Background: an optimization exercise with open tools, aiming at small area, a short achievable clock period and few clock cycles. Do not read the settings as production practice. Function was checked by simulation only, so behaviour that the tests miss may differ from the original.

--- design/flow/design.v ---
package cmsr_pkg;
   localparam int COORD_BITS_DEF = 16;
   localparam int SLOTS          = 4;
   localparam int SLOT_BITS      = 2;
   localparam int DEPTH_BITS     = 16;
   localparam int COUNT_BITS     = 3;
   localparam int MODE_BITS      = 2;
   localparam int RSP_BITS       = 8;
   localparam logic [MODE_BITS-1:0] MODE_ADD    = 2'd0;
   localparam logic [MODE_BITS-1:0] MODE_REMOVE = 2'd1;
   localparam logic [MODE_BITS-1:0] MODE_CLEAR  = 2'd2;
endpackage
module cmsr_mul #(
   parameter int WIDTH = 17
) (
   input  logic signed [WIDTH-1:0]   a,
   input  logic signed [WIDTH-1:0]   b,
   input  logic signed [WIDTH-1:0]   c,
   input  logic signed [WIDTH-1:0]   d,
   output logic signed [2*WIDTH:0]   y
);
   assign y = (2*WIDTH+1)'(a * b) - (2*WIDTH+1)'(c * d);
endmodule
module cmsr_area #(
   parameter int W = 34                
) (
   input  logic signed [W-1:0]   x,
   output logic [2*W-3:0]        sq
);
   localparam int M  = W - 1;          
   localparam int OW = 2 * W - 2;
   logic            s;
   logic [M-1:0]    y;
   logic [OW-1:0]   acc;
   assign s = x[W-1];
   assign y = x[M-1:0] ^ {M{s}};
   always_comb begin
      acc = '0;
      for (int i = 0; i < M; i++) begin
         acc = acc + (OW'(y[i]) << (2 * i));
         for (int j = i + 1; j < M; j++) begin
            acc = acc + (OW'(y[i] & y[j]) << (i + j + 1));
         end
      end
      acc = acc + ((OW'(y) << 1) & {OW{s}}) + OW'(s);
   end
   assign sq = acc;
endmodule
import cmsr_pkg::*;
module contact_manifold_slot_replacer #(
   parameter int COORD_BITS = cmsr_pkg::COORD_BITS_DEF
) (
   input  logic clock,
   input  logic reset,
   input  logic req_tvalid,
   output logic req_tready,
   input  logic [((cmsr_pkg::DEPTH_BITS + 3*COORD_BITS + 2 + 7) / 8) * 8 - 1:0] req_tdata,
   input  logic [cmsr_pkg::MODE_BITS-1:0] req_tuser,
   output logic rsp_tvalid,
   input  logic rsp_tready,
   output logic [cmsr_pkg::RSP_BITS-1:0] rsp_tdata
);
   localparam int CW   = COORD_BITS;
   localparam int DW   = CW + 1;             
   localparam int XW   = 2 * DW + 1;         
   localparam int QW   = 2 * XW - 2;         
   localparam int TW   = QW + 2;             
   localparam int X_LO = DEPTH_BITS;
   localparam int Y_LO = DEPTH_BITS + CW;
   localparam int Z_LO = DEPTH_BITS + 2 * CW;
   localparam int R_LO = DEPTH_BITS + 3 * CW;
   logic signed [DEPTH_BITS-1:0] sd [SLOTS];
   logic signed [CW-1:0]         sp [SLOTS][3];
   logic [COUNT_BITS-1:0]        count_ff;
   logic                         x_valid, x_started, x_computed;
   logic [MODE_BITS-1:0]         x_mode;
   logic signed [DEPTH_BITS-1:0] x_depth;
   logic signed [CW-1:0]         x_pt [3];
   logic [SLOT_BITS-1:0]         x_rslot, x_pick;
   logic                         r_valid;
   logic [SLOT_BITS-1:0]         r_written;
   logic [1:0]                   f_cnt;
   logic [RSP_BITS-1:0]          f_data0, f_data1;
   logic                         prot_valid;
   logic [SLOT_BITS-1:0]         prot_slot;
   logic                         uv_valid;
   logic [SLOT_BITS-1:0]         q_s;
   logic [1:0]                   q_t, q_k;
   logic signed [DW-1:0]         u [3];
   logic signed [DW-1:0]         v [3];
   logic                         c_valid, c_first, c_last, c_final;
   logic [SLOT_BITS-1:0]         c_s;
   logic signed [XW-1:0]         c_ff;
   logic                         g_valid, g_first, g_last, g_final;
   logic [SLOT_BITS-1:0]         g_s;
   logic [QW-1:0]                g_ff;
   logic [TW-1:0]                acc_ff, best_ff;
   logic [SLOT_BITS-1:0]         pick_ff;
   logic [SLOT_BITS-1:0]         deep_a, deep_b, deep;
   logic                         deep_b_ok;
   always_comb begin
      deep_a = (count_ff > 3'd1 && sd[1] > sd[0]) ? 2'd1 : 2'd0;
      if (count_ff > 3'd3 && sd[3] > sd[2]) deep_b = 2'd3;
      else                                  deep_b = 2'd2;
      deep_b_ok = (count_ff > 3'd2);
      deep = (deep_b_ok && sd[deep_b] > sd[deep_a]) ? deep_b : deep_a;
   end
   logic x_full, x_first, x_final, x_done, r_push, pop, r_free, r_free_safe, accept, x_fire;
   logic [SLOT_BITS-1:0] wslot, last_slot;
   logic [TW-1:0] t_sum;
   logic t_better;
   assign x_full      = x_valid && (x_mode == MODE_ADD) && (count_ff == COUNT_BITS'(SLOTS));
   assign x_first     = x_full && !x_started;
   assign x_final     = g_valid && g_final;
   assign x_done      = x_valid && (!x_full || x_final || x_computed);
   assign pop         = (f_cnt != 2'd0) && rsp_tready;
   assign r_push      = r_valid && ((f_cnt != 2'd2) || pop);
   assign r_free      = !r_valid || r_push;
   assign r_free_safe = !r_valid || (f_cnt != 2'd2);
   assign x_fire      = x_done && r_free;
   assign req_tready  = !x_valid || (x_done && r_free_safe);
   assign accept      = req_tvalid && req_tready;
   assign last_slot   = SLOT_BITS'(count_ff - COUNT_BITS'(1));
   assign t_sum    = (g_first ? TW'(0) : acc_ff) + TW'(g_ff);
   assign t_better = g_valid && g_last && (t_sum > best_ff);
   assign wslot    = x_computed ? x_pick : (t_better ? g_s : pick_ff);
   logic                 cur_prot, load_now, n_exists;
   logic [SLOT_BITS-1:0] n_s, s1;
   logic [1:0]           n_t;
   logic [SLOT_BITS-1:0] o0, o1, o2, ti, tj, tk;
   logic signed [DW-1:0] nu [3];
   logic signed [DW-1:0] nv [3];
   assign cur_prot = uv_valid && prot_valid && (q_s == prot_slot);
   assign load_now = x_first || (uv_valid && ((q_k == 2'd2) || cur_prot));
   always_comb begin
      n_s = '0;
      n_t = '0;
      n_exists = 1'b1;
      s1 = '0;
      if (x_first) begin
         n_s = '0;
         n_t = '0;
      end else if (!cur_prot && q_t != 2'd2) begin
         n_s = q_s;
         n_t = q_t + 2'd1;
      end else begin
         s1 = q_s + 2'd1;
         if (prot_valid && s1 == prot_slot) begin
            n_exists = (q_s < 2'd2);
            n_s = q_s + 2'd2;
         end else begin
            n_exists = (q_s != 2'd3);
            n_s = s1;
         end
      end
      o0 = (n_s == 2'd0) ? 2'd1 : 2'd0;
      o1 = (n_s <= 2'd1) ? 2'd2 : 2'd1;
      o2 = (n_s <= 2'd2) ? 2'd3 : 2'd2;
      case (n_t)
         2'd0:    begin ti = o0; tj = o1; tk = o2; end
         2'd1:    begin ti = o1; tj = o0; tk = o2; end
         default: begin ti = o2; tj = o0; tk = o1; end
      endcase
      for (int k = 0; k < 3; k++) begin
         nu[k] = DW'(x_pt[k]) - DW'(sp[ti][k]);
         nv[k] = DW'(sp[tj][k]) - DW'(sp[tk][k]);
      end
   end
   logic signed [XW-1:0] xcomp;
   logic [QW-1:0]        sq;
   cmsr_mul #(.WIDTH(DW)) u_mul (
      .a (u[1]), .b (v[2]), .c (u[2]), .d (v[1]), .y (xcomp)
   );
   cmsr_area #(.W(XW)) u_sq (
      .x (c_ff), .sq (sq)
   );
   always_ff @(posedge clock) begin
      if (load_now) begin
         q_s <= n_s;
         q_t <= n_t;
         q_k <= '0;
         for (int k = 0; k < 3; k++) begin
            u[k] <= nu[k];
            v[k] <= nv[k];
         end
      end else if (uv_valid) begin
         q_k <= q_k + 2'd1;
         u[0] <= u[1]; u[1] <= u[2]; u[2] <= u[0];
         v[0] <= v[1]; v[1] <= v[2]; v[2] <= v[0];
      end
      c_ff    <= xcomp;
      c_first <= (q_k == 2'd0);
      c_last  <= (q_k == 2'd2);
      c_final <= (q_k == 2'd2) && !n_exists;
      c_s     <= q_s;
      g_ff    <= sq;
      g_first <= c_first;
      g_last  <= c_last;
      g_final <= c_final;
      g_s     <= c_s;
      if (g_valid) acc_ff <= t_sum;
      if (x_first) begin
         best_ff <= '0;
         pick_ff <= '0;
         prot_valid <= (sd[deep] > x_depth);
         prot_slot  <= deep;
      end else if (t_better) begin
         best_ff <= t_sum;
         pick_ff <= g_s;
      end
      if (x_final) x_pick <= wslot;
      if (accept) begin
         x_mode  <= req_tuser;
         x_depth <= req_tdata[DEPTH_BITS-1:0];
         x_pt[0] <= req_tdata[X_LO +: CW];
         x_pt[1] <= req_tdata[Y_LO +: CW];
         x_pt[2] <= req_tdata[Z_LO +: CW];
         x_rslot <= req_tdata[R_LO +: SLOT_BITS];
      end
      if (x_fire) begin
         case (x_mode)
            MODE_ADD: begin
               if (x_full) begin
                  sd[wslot] <= x_depth;
                  for (int k = 0; k < 3; k++) sp[wslot][k] <= x_pt[k];
                  r_written <= wslot;
               end else begin
                  sd[SLOT_BITS'(count_ff)] <= x_depth;
                  for (int k = 0; k < 3; k++) sp[SLOT_BITS'(count_ff)][k] <= x_pt[k];
                  r_written <= SLOT_BITS'(count_ff);
               end
            end
            MODE_REMOVE: begin
               if (COUNT_BITS'(x_rslot) < count_ff) begin
                  sd[x_rslot] <= sd[last_slot];
                  for (int k = 0; k < 3; k++) sp[x_rslot][k] <= sp[last_slot][k];
               end
               r_written <= '0;
            end
            default: r_written <= '0;
         endcase
      end
      if (r_push) begin
         if (f_cnt == 2'd0 || (f_cnt == 2'd1 && pop)) f_data0 <= {(count_ff == '0), deep, count_ff, r_written};
         else                                        f_data1 <= {(count_ff == '0), deep, count_ff, r_written};
      end
      if (pop && f_cnt == 2'd2) f_data0 <= f_data1;
      if (reset) begin
         count_ff   <= '0;
         x_valid    <= 1'b0;
         x_started  <= 1'b0;
         x_computed <= 1'b0;
         r_valid    <= 1'b0;
         f_cnt      <= '0;
         uv_valid   <= 1'b0;
         c_valid    <= 1'b0;
         g_valid    <= 1'b0;
      end else begin
         if (x_fire) begin
            case (x_mode)
               MODE_ADD:    if (!x_full) count_ff <= count_ff + COUNT_BITS'(1);
               MODE_REMOVE: if (COUNT_BITS'(x_rslot) < count_ff) count_ff <= count_ff - COUNT_BITS'(1);
               MODE_CLEAR:  count_ff <= '0;
               default: ;
            endcase
         end
         x_valid    <= accept || (x_valid && !x_fire);
         x_started  <= x_valid && !x_fire && (x_started || x_first);
         x_computed <= x_valid && !x_fire && (x_computed || x_final);
         r_valid    <= x_fire || (r_valid && !r_push);
         f_cnt      <= f_cnt + 2'(r_push) - 2'(pop);
         if (load_now) uv_valid <= n_exists;
         c_valid    <= uv_valid && !cur_prot;
         g_valid    <= c_valid;
      end
   end
   assign rsp_tvalid = (f_cnt != 2'd0);
   assign rsp_tdata  = f_data0;
endmodule
--- design/flow/run.sh ---
#!/bin/bash
# synth_recipe.tcl (not shown) runs the flow's synth.tcl, then flattens the netlist and writes it again
# the make line also repeats each setting of config.mk as NAME=value (left out here)
make -C /OpenROAD-flow-scripts/flow DESIGN_CONFIG=/design/flow/config.mk WORK_HOME=/design/flow/orfs CLKGATE_MAP_FILE= SYNTH_SCRIPT=/design/flow/synth_recipe.tcl finish
--- design/flow/config.mk ---
export PLATFORM = sky130hd
export DESIGN_NAME = contact_manifold_slot_replacer
export DESIGN_NICKNAME = contact_manifold_slot_replacer
export VERILOG_FILES = /design/flow/design.v
export SDC_FILE = /design/flow/constraint.sdc
export NUM_CORES = 4
export LEC_CHECK = 0
export CAP_MARGIN = 20
export CORE_MARGIN = 2
export CORE_UTILIZATION = 40
export SLEW_MARGIN = 20
--- design/flow/constraint.sdc ---
create_clock -name core_clock -period 12.0 [get_ports {clock}]
set_input_delay 2.4000 -clock core_clock [delete_from_list [all_inputs] [get_ports {clock}]]
set_output_delay 2.4000 -clock core_clock [all_outputs]
set_load 0.01 [all_outputs]
==> results of run 1 <==
per-stage QoR:
stage          hold slack [ns]  worst slack (ns)
3_5_place_dp             0.312              1.39
5_1_grt                  0.335             0.478
6_report                 0.320              1.18
3_3_place_gp             0.311              1.39
2_1_floorplan            0.310              3.59
4_1_cts                  0.326              1.30
per-layer routing:
| layer | routed length (um) | global-route usage (%) |
|---|---|---|
| met1 | 125000 | 32.7 |
| met5 | 31 | 0 |
| met4 | 16900 | 12.0 |
| met2 | 142000 | 40.3 |
| met3 | 25800 | 4.70 |
placed cells by master, fill, tap and decap left out, types with 88 or more instances in the layout:
cell and instances:
sky130_fd_sc_hd__inv_1 1379, sky130_fd_sc_hd__fa_1 1097, sky130_fd_sc_hd__nand2_1 953, sky130_fd_sc_hd__ha_1 780, sky130_fd_sc_hd__mux2i_1 758, sky130_fd_sc_hd__nor2_1 716, sky130_fd_sc_hd__a21oi_1 535, sky130_fd_sc_hd__edfxtp_1 523
sky130_fd_sc_hd__and2_1 254, sky130_fd_sc_hd__or2_2 234, sky130_fd_sc_hd__o21ai_0 227, sky130_fd_sc_hd__dfxtp_1 195, sky130_fd_sc_hd__xnor2_1 187, sky130_fd_sc_hd__buf_4 182, sky130_fd_sc_hd__mux4_2 170, sky130_fd_sc_hd__nand3_1 145
sky130_fd_sc_hd__a21o_1 133, sky130_fd_sc_hd__nor2b_1 125, sky130_fd_sc_hd__xor2_1 102, sky130_fd_sc_hd__clkbuf_16 92, sky130_fd_sc_hd__a22oi_1 88
cell usage after synthesis, types with 133 or more instances:
library cell,count,share of area [%]
sky130_fd_sc_hd__dfxtp_1,198,4.1
sky130_fd_sc_hd__mux4_2,170,3.9
sky130_fd_sc_hd__inv_1,1380,5.3
sky130_fd_sc_hd__edfxtp_1,523,16
sky130_fd_sc_hd__a21oi_1,539,2.8
sky130_fd_sc_hd__clkbuf_1,437,1.7
sky130_fd_sc_hd__nand3_1,145,0.75
sky130_fd_sc_hd__nand2_1,954,3.7
sky130_fd_sc_hd__or2_2,234,1.5
sky130_fd_sc_hd__fa_1,1097,23
sky130_fd_sc_hd__a21o_1,133,1.0
sky130_fd_sc_hd__and2_1,255,1.6
sky130_fd_sc_hd__ha_1,786,10
sky130_fd_sc_hd__nor2_1,720,2.8
sky130_fd_sc_hd__o21ai_0,251,1.3
sky130_fd_sc_hd__xnor2_1,187,1.7
sky130_fd_sc_hd__mux2i_1,758,7.8
registers in the layout, summed over array words and instances, names as in the netlist, 16 cells and up:
| signal | cells |
|---|---|
| g_ff | 67 |
| x_depth | 16 |
| u | 51 |
| sd | 64 |
| x_pt | 48 |
| v | 51 |
| sp | 192 |
| c_ff | 35 |
| acc_ff | 70 |
| best_ff | 70 |
worst min-delay path by stage:
| stage | slack [ns] | to | cells after the start | startpoint |
|---|---|---|---|---|
| after global placement | 0.31 | g_final$_DFF_P_ | 0 | c_final$_DFF_P_ |
| after CTS | 0.33 | g_s[1]$_DFF_P_ | 0 | c_s[1]$_DFF_P_ |
| final | 0.32 | g_s[1]$_DFF_P_ | 0 | c_s[1]$_DFF_P_ |
| after detailed placement | 0.31 | g_final$_DFF_P_ | 0 | c_final$_DFF_P_ |
| after global routing | 0.34 | g_s[1]$_DFF_P_ | 0 | c_s[1]$_DFF_P_ |
| after floorplan | 0.31 | g_final$_DFF_P_ | 0 | c_final$_DFF_P_ |
worst max-delay path, delay by kind of cell (launching register included):
kind            cells  cell delay (ns)
compound gates     11             3.65
xor+xnor            1             0.39
fa+ha+maj           4             1.16
buf+inv             5             1.11
flops               1             0.60
mux                 5             1.05
simple gates       10             2.53
logic make-up after synthesis:
kind of cell               count (synthesis)
AOI/OAI and AO/OA                       1555
xor gates and xnor gates                 290
adders and majority gates               1883
buffers and inverters                   1993
DFF                                      721
muxes                                    944
and+or+nand+nor                         2871
layout make-up:
type | count | area share, %
clock inverter | 49 | 0.464
clock buffer | 117 | 2.32
inverter | 1393 | 5.03
antenna | 4 | 0.00962
sequential | 721 | 18.9
tap | 3185 | 3.83
timing repair buffer | 270 | 2.23
multi-input combinational | 7543 | 67.2
==> reports/summary.md, run 1 <==
The run finished with no timing, DRC or antenna violations. The insertion delay to the later sink of the worst-skew pair is 0.78 ns, and the area of all placed cells without fillers is 104000 um^2. Max-cap violations in this run came to 0.

Across the whole layout, storage elements account for 19700 um^2. The detailed-placement wirelength estimate came out at 230000 um. The end of the critical path is sp[10][10]$_DFFE_PP_.

After clock tree synthesis, the clock-pin slew on the worst setup and hold paths is 0.06 ns. After synthesis, the share of flip-flops with an asynchronous set or reset is 0%. The overall routed net length is 310000 um. The number of clock buffers added by TritonCTS is 89.

Between clock sinks in the finished design, the worst skew comes to 0.0726 ns. The die is 497 um tall. Of the available clock period, the critical path in the final layout requires 90.2%. After synthesis, the mean cell area works out to 9.46 um^2. The first global-routing pass estimated 475000 um of wire.

The hold violation total from the final report was 0; the die width was 497 um. For the standard-cell row count, the log shows 180. The number of distinct library cells after synthesis was 110. The shortest clock period the worst path allows after layout works out to 10.82 ns. Post-detailed-placement cell area: 101000 um^2. On the worst path, the slowest cell contributes a delay of 0.72 ns. The critical path starts at g_first$_DFF_P_. Of all nets on the critical path, the largest fanout is 18. Using the TritonRoute via totals, the vias-per-cell ratio works out to 5.76. The number of gates given a new drive strength after cts was 0. For the maximum clock rate, the log shows 0.0924 GHz.

Summing the areas of all xor and xnor instances in the mapped netlist gives 2.64% of the synthesized area. Among all flip-flop cells after synthesis, the most frequent one is sky130_fd_sc_hd__edfxtp_1. In this run the critical register-to-register path is launched from g_first$_DFF_P_. The run gives 88 as the count of pins on the block boundary. The largest individual stage delay along the critical path comes from the cell sky130_fd_sc_hd__a221oi_1. Excluding fillers, the count of instances in the completed layout stands at 13300. Of the total synthesized cell area, the portion taken by full adders, half adders and majority gates is 32.8%. STA puts the critical path data required time at 12.45 ns. The routed layout has 76500 vias.

In this run the number of H-tree levels came out at 3. From synthesis to final layout, the design area changed by 7.19%.

Summing the areas of all compound-gate instances in the mapped netlist gives 10.3% of the synthesized area. Setup total negative slack on the finished layout was measured at 0 ns. For this run, the number of Yosys warnings is 12.

The dominant combinational cell family by area after synthesis was adder cells. Setup repair after global routing left no endpoint under its margin.

At the end of routability-driven placement, the weighted congestion stood at 0.941. The number of placed instances, taps included, is 13100. The worst register-to-register path ends at sp[10][10]$_DFFE_PP_. For flop-to-flop paths, the worst setup slack is 1.18 ns. The count of nets left with antenna violations once routing finished came out at 0.

In the final design database the tool counted 12000 nets. The fill cell instance count of the final layout is 23300, and the buffers inserted during post-CTS setup optimization is 0. The multi-input combinational cells in the finished layout cover a total of 69900 um^2. TritonCTS built the clock tree. For this run, the total global-route usage over all layers was measured as 25.1%.

The floorplan step defined a die boundary enclosing 247000 um^2. After Yosys synthesis, and, or, nand and nor cells account for 14.1% of the synthesized area. Synthesis handed over a netlist of 10300 instances.

The logs give 40.3% for the starting density of the core and 19.0% for the worst relative slew slack. The run gives 0 as the final number of setup-violating endpoints. The total clock sinks is 721. The number of cells on the worst reg-to-reg path is 36.

Of the post-synthesis cell area, the part taken by muxes is 11.9%. Global-route congestion overflow total: 0. The tools report the cell at the root of the clock tree as sky130_fd_sc_hd__clkbuf_16.

The path category of the worst min-delay check was reg -> reg. The initial antenna violation count was 11; the share of layout cells above drive strength 1 was 8.27%. For the count of final max-slew check failures, the log shows 0. The kind of critical path is reg -> reg. STA classifies the critical path startpoint as a flip-flop.

The share of synthesized area occupied by flip-flops and latches is 20.3%, and the core region area is 241000 um^2. The end-of-flow core utilization came out at 43.2%. The average wire per standard cell was 23.4 um. After synthesis the cells add up to 97100 um^2. For this design, the CTS-stage hold fixing added 0 buffers.

At the worst endpoint, the arrival time is 11.28 ns. At the pin with the least slew margin, the transition time is 1.21 ns. The number of enable-type register cells in the synthesized netlist is 523, and the violation count after the first detailed-routing iteration is 6752. The run gives 153 as the largest net degree at the start of global routing. The remaining routing DRC violations came out at 0. The number of synthesized register bits came out at 721. The longest clock path from root to sink contains 3 buffers. Count of buffers from port buffering: 81.

The number of global-route vias before repair is 78100. The tools report the critical path endpoint category as a flip-flop.

The first TritonRoute pass finished after 6 iterations.
Testbench counts, summed over its fixed seeds: cycles 36,301.
==> inputs of run 2 (changes only) <==
--- a/design/flow/design.v
+++ b/design/flow/design.v
@@ -85,16 +85,16 @@
    logic [SLOT_BITS-1:0]         prot_slot;
    logic                         uv_valid;
    logic [SLOT_BITS-1:0]         q_s;
-   logic [1:0]                   q_t, q_k;
+   logic [1:0]                   q_t;
    logic signed [DW-1:0]         u [3];
    logic signed [DW-1:0]         v [3];
-   logic                         c_valid, c_first, c_last, c_final;
+   logic                         c_valid, c_final;
    logic [SLOT_BITS-1:0]         c_s;
-   logic signed [XW-1:0]         c_ff;
-   logic                         g_valid, g_first, g_last, g_final;
+   logic signed [XW-1:0]         c_ff [3];
+   logic                         g_valid, g_final;
    logic [SLOT_BITS-1:0]         g_s;
-   logic [QW-1:0]                g_ff;
-   logic [TW-1:0]                acc_ff, best_ff;
+   logic [QW-1:0]                g_ff [3];
+   logic [TW-1:0]                best_ff;
    logic [SLOT_BITS-1:0]         pick_ff;
    logic [SLOT_BITS-1:0]         deep_a, deep_b, deep;
    logic                         deep_b_ok;
@@ -121,17 +121,16 @@
    assign req_tready  = !x_valid || (x_done && r_free_safe);
    assign accept      = req_tvalid && req_tready;
    assign last_slot   = SLOT_BITS'(count_ff - COUNT_BITS'(1));
-   assign t_sum    = (g_first ? TW'(0) : acc_ff) + TW'(g_ff);
-   assign t_better = g_valid && g_last && (t_sum > best_ff);
+   assign t_sum    = TW'(g_ff[0]) + TW'(g_ff[1]) + TW'(g_ff[2]);
+   assign t_better = g_valid && (t_sum > best_ff);
    assign wslot    = x_computed ? x_pick : (t_better ? g_s : pick_ff);
-   logic                 cur_prot, load_now, n_exists;
+   logic                 cur_prot, n_exists;
    logic [SLOT_BITS-1:0] n_s, s1;
    logic [1:0]           n_t;
    logic [SLOT_BITS-1:0] o0, o1, o2, ti, tj, tk;
    logic signed [DW-1:0] nu [3];
    logic signed [DW-1:0] nv [3];
    assign cur_prot = uv_valid && prot_valid && (q_s == prot_slot);
-   assign load_now = x_first || (uv_valid && ((q_k == 2'd2) || cur_prot));
    always_comb begin
       n_s = '0;
       n_t = '0;
@@ -166,39 +165,33 @@
          nv[k] = DW'(sp[tj][k]) - DW'(sp[tk][k]);
       end
    end
-   logic signed [XW-1:0] xcomp;
-   logic [QW-1:0]        sq;
-   cmsr_mul #(.WIDTH(DW)) u_mul (
-      .a (u[1]), .b (v[2]), .c (u[2]), .d (v[1]), .y (xcomp)
-   );
-   cmsr_area #(.W(XW)) u_sq (
-      .x (c_ff), .sq (sq)
-   );
+   logic signed [XW-1:0] xcomp [3];
+   logic [QW-1:0]        sq [3];
+   for (genvar k = 0; k < 3; k++) begin : g_comp
+      cmsr_mul #(.WIDTH(DW)) u_mul (
+         .a (u[(k+1)%3]), .b (v[(k+2)%3]), .c (u[(k+2)%3]), .d (v[(k+1)%3]), .y (xcomp[k])
+      );
+      cmsr_area #(.W(XW)) u_sq (
+         .x (c_ff[k]), .sq (sq[k])
+      );
+   end
    always_ff @(posedge clock) begin
-      if (load_now) begin
+      if (x_first || uv_valid) begin
          q_s <= n_s;
          q_t <= n_t;
-         q_k <= '0;
          for (int k = 0; k < 3; k++) begin
             u[k] <= nu[k];
             v[k] <= nv[k];
          end
-      end else if (uv_valid) begin
-         q_k <= q_k + 2'd1;
-         u[0] <= u[1]; u[1] <= u[2]; u[2] <= u[0];
-         v[0] <= v[1]; v[1] <= v[2]; v[2] <= v[0];
-      end
-      c_ff    <= xcomp;
-      c_first <= (q_k == 2'd0);
-      c_last  <= (q_k == 2'd2);
-      c_final <= (q_k == 2'd2) && !n_exists;
+      end
+      for (int k = 0; k < 3; k++) begin
+         c_ff[k] <= xcomp[k];
+         g_ff[k] <= sq[k];
+      end
+      c_final <= !n_exists;
       c_s     <= q_s;
-      g_ff    <= sq;
-      g_first <= c_first;
-      g_last  <= c_last;
       g_final <= c_final;
       g_s     <= c_s;
-      if (g_valid) acc_ff <= t_sum;
       if (x_first) begin
          best_ff <= '0;
          pick_ff <= '0;
@@ -269,7 +262,7 @@
          x_computed <= x_valid && !x_fire && (x_computed || x_final);
          r_valid    <= x_fire || (r_valid && !r_push);
          f_cnt      <= f_cnt + 2'(r_push) - 2'(pop);
-         if (load_now) uv_valid <= n_exists;
+         if (x_first || uv_valid) uv_valid <= n_exists;
          c_valid    <= uv_valid && !cur_prot;
          g_valid    <= c_valid;
       end
==> reports/summary.md, run 2 <==
The number of global-route vias before repair was 143000. Counting along the longest clock path gives a buffer depth of 4. The area of the multi-input gates was 145000 um^2; the share of the synthesized area in the top cell type was 36.5%. After synthesis, the most frequently instantiated cells are 3590 x sky130_fd_sc_hd__inv_1, 3347 x sky130_fd_sc_hd__fa_1, 2045 x sky130_fd_sc_hd__nand2_1. After clock tree synthesis, the clock-pin slew on the worst setup and hold paths is 0.06 ns. The fill cell instance count of the final layout came out at 45000. Measured along the y axis, the die boundary spans 682 um.

The flow ran to the end and the layout has no timing, DRC or antenna violations. The fraction of the cycle the final worst path needs came out at 89.1%. The initial utilization of the core area, before any placement, comes to 40.2%. The cell with the most instances after synthesis is sky130_fd_sc_hd__inv_1. The kind of launch point of the worst setup path was a flip-flop.

Together, buffers and inverters on the worst path number 2. For this run, the detailed router's first-pass iteration total came to 6. The floorplan step set the die width to 682 um.

The H-tree was split into 3 levels. The Yosys warning count is 18.

For the buffers inserted during post-CTS setup optimization, the log shows 0. The tools report the number of buffers inserted by hold repair at cts as 0. The count of final max-slew check failures is 0. Across the whole layout, storage elements account for 21500 um^2. Dividing the synthesized area by the synthesized cell count gives 9.26 um^2. In the layout the commonest cells are 3589 x sky130_fd_sc_hd__inv_1, 3347 x sky130_fd_sc_hd__fa_1, 2042 x sky130_fd_sc_hd__nand2_1. The wire-length estimate of the detail-placed layout is 427000 um.

The logs give 849 for the total clock sinks and 248 for the standard-cell row count. The cell area that synthesis handed to floorplanning was 184000 um^2. End of the worst register-to-register path: sp[3][15]$_DFFE_PP_.

The hold violation total from the final report is 0. The number of vias per cell is 5.39, and the number of nets in the final layout is 24500. The worst-case reg-to-reg path depth works out to 33.

After floorplanning, the core was sized to cover 457000 um^2. The die area came out at 465000 um^2. The finished layout holds 25600 standard cells, fillers aside. For the worst relative slew slack, the log shows 21.1%.

Pin placement for this block handled 88 I/O pins. The worst hold path terminates at g_s[1]$_DFF_P_. The kind of critical path is reg -> reg. Ranked by total cell area, the synthesized netlist is headed by sky130_fd_sc_hd__fa_1 36%, sky130_fd_sc_hd__ha_1 12%, sky130_fd_sc_hd__edfxtp_1 7.4%, sky130_fd_sc_hd__inv_1 7.3%, sky130_fd_sc_hd__dfxtp_1 4.3%. Across the run, the number of max-cap violations was 0. The tools report the initial antenna violation count as 49. The tools report the total placed cells including tap cells as 25400. Setup repair after global routing left no endpoint under its margin. TritonCTS built the clock tree. Maximum clock rate: 0.0935 GHz. After clock tree synthesis, the repair step resized 0 gates. The worst path in the final design needs a cycle of 10.69 ns, including I/O delays and setup. The register with the most flip-flops in the layout has 201 of them. Between clock sinks in the finished design, the worst skew comes to 0.101 ns. The final total negative setup slack is 0 ns.

The wire length of the first global-routing pass was 851000 um; the synthesis-to-layout area growth was 5.97%. Detailed-route via count: 138000. The biggest area contributor in the post-synthesis netlist is sky130_fd_sc_hd__fa_1.

The global router's overall resource usage is 23.7%. The tools report the cell at the root of the clock tree as sky130_fd_sc_hd__clkbuf_16. For the worst setup path, the data arrival time is 11.25 ns.

Among all stages on the critical path, the largest delay is contributed by sky130_fd_sc_hd__nor2b_1. The netlist uses 103 different library cells. The final antenna-violating net count came out at 0. In this run the critical register-to-register path is launched from g_ff[0][10]$_DFF_P_.

Across all hold checks on the routed design, the worst slack comes to 0.326 ns. The setup check on the worst reg-to-reg path leaves a slack of 1.31 ns. The path category of the worst min-delay check is reg -> reg.

At the pin with the least slew margin, the transition time is 1.17 ns. Leaving out fill and tap cells, the most frequent cell in the layout is sky130_fd_sc_hd__inv_1. Before CTS, the worst setup slack after placement is 1.39 ns.

The startpoint of the tightest hold check path is c_s[1]$_DFF_P_. Summing all non-filler instances in the final layout gives an area of 195000 um^2. The run gives 109 as the CTS buffer count. Among cell families on the critical path, the largest total delay comes from simple AND/OR/NAND/NOR gates. The violation count after the first detailed-routing iteration was 10400. The worst hold path was traced through 0 stages. The tools report the last weighted congestion value of the routability-driven placer as 0.921. The highest net fanout along the worst path is 23.

Setup violations remaining at the end of the flow were counted as 0. The largest registers in the layout are g_ff x201, sp x192, c_ff x105. For this run, the share of the core covered by cells in the final layout is 42.6%. The number of synthesized register bits came out at 849. In the final layout, the share of cells above drive strength 1 is 7.93%. The most used flip-flop cell after synthesis was sky130_fd_sc_hd__edfxtp_1. Sequential elements use 11.7% of the synthesized area. The run gives 0.90 ns as the insertion delay to the later sink of the worst-skew pair. The setup slack of the critical path after layout was 1.31 ns; the overall routed net length was 547000 um.

The tools report the remaining routing DRC violations as 0. For this run, asynchronously set or reset flops after synthesis account for 0%. The run gives 12.55 ns as the required time of the worst setup path. Entering global routing, the biggest net connects 96 pins.

During placement, the flow inserted port buffers numbering 81. In this design, the stage delay of the slowest critical-path cell is 0.64 ns. After detailed routing, the average wire length per cell comes to 21.4 um. In this run the cell area measured after placement is 191000 um^2.

In this run, synthesis inferred 453 flip-flops with an integrated enable. The total overflow left after global routing is 0. In the synthesized netlist, the number of instances is 19800.

The top register by number of flip-flops was g_ff. STA classifies the critical path endpoint as a flip-flop.
-- run 2: cells by family after synthesis --
kind of cell	count (synthesis)	share of synthesized area (%)
flip-flops	849	11.7
AND/OR/NAND/NOR	5429	14.1
buffers and inverters	4607	9.49
AO/OA/AOI/OAI	2677	9.11
other	2	0.00409
adder cells (fa/ha/maj)	5054	48.1
XOR/XNOR	591	2.82
multiplexers	622	4.67
-- run 2: how the worst max path moves through the flow --
stage	from	to	slack [ns]	cells after the start
2_1_floorplan	g_ff[0][10]$_DFF_P_	sp[10][0]$_DFFE_PP_	3.60	34
3_3_place_gp	g_ff[0][5]$_DFF_P_	sp[3][13]$_DFFE_PP_	1.38	32
3_5_place_dp	g_ff[0][5]$_DFF_P_	sp[3][13]$_DFFE_PP_	1.39	32
4_1_cts	g_ff[0][5]$_DFF_P_	sp[3][9]$_DFFE_PP_	1.30	32
5_1_grt	g_ff[0][5]$_DFF_P_	sp[6][11]$_DFFE_PP_	0.64	35
6_report	g_ff[0][10]$_DFF_P_	sp[3][15]$_DFFE_PP_	1.31	33
-- run 2: cell type report --
| class | instances | share of cell area (%) |
|---|---|---|
| Multi-Input combinational cell | 14400 | 74.4 |
| Clock buffer | 136 | 1.52 |
| Sequential cell | 849 | 11.1 |
| Tap cell | 6125 | 3.94 |
| Inverter | 3619 | 6.98 |
| Timing Repair Buffer | 409 | 1.70 |
| Clock inverter | 63 | 0.337 |
| Antenna cell | 27 | 0.0347 |
-- run 2: layer usage --
layer	GRT usage (%)	up-vias	wire length [um]
li1	-	61700	-
met1	31.3	70300	225000
met3	3.75	954	41600
met2	38.9	5092	255000
met4	9.81	2	25800
met5	0	-	14
-- run 2: worst register-to-register path, delay by kind of cell, from the launching register on --
| family | cells | cell delay [ns] |
|---|---|---|
| buffers and inverters | 2 | 0.49 |
| adder cells (fa/ha/maj) | 4 | 1.51 |
| XOR/XNOR | 1 | 0.10 |
| AND/OR/NAND/NOR | 13 | 4.50 |
| multiplexers | 2 | 0.62 |
| AO/OA/AOI/OAI | 11 | 2.87 |
| flip-flops | 1 | 0.31 |
Testbench counts of run 2, summed over its fixed seeds: cycles 15,079.

-- static timing again, ports no longer ideal --
The results above use ideal ports. As a check the final layouts listed here were re-extracted and re-timed, cells and wires unchanged. Step 1: set_driving_cell puts a clkbuf_16 on clock and a buf_2 on each other input, an assumption about the parent block. Step 2, shift: input delay + t, output delay - t, t = (earliest + latest rising clock arrival at the registers) / 2. This alone moves slack from input paths to output paths. Three values: ideal, step 1, step 2; two values: the first two.
| run | t (ns) | slack for setup (ns) | latest minus earliest clock arrival (ns) | cell pins on the clock port's net |
|---|---|---|---|---|
| run 1 | 0.833 | 1.178 / 1.178 / 1.178 | 0.073 / 0.073 | 1 |
| run 2 | 0.962 | 1.305 / 1.305 / 1.305 | 0.108 / 0.107 | 1 |
After both steps every run listed still meets setup and hold.
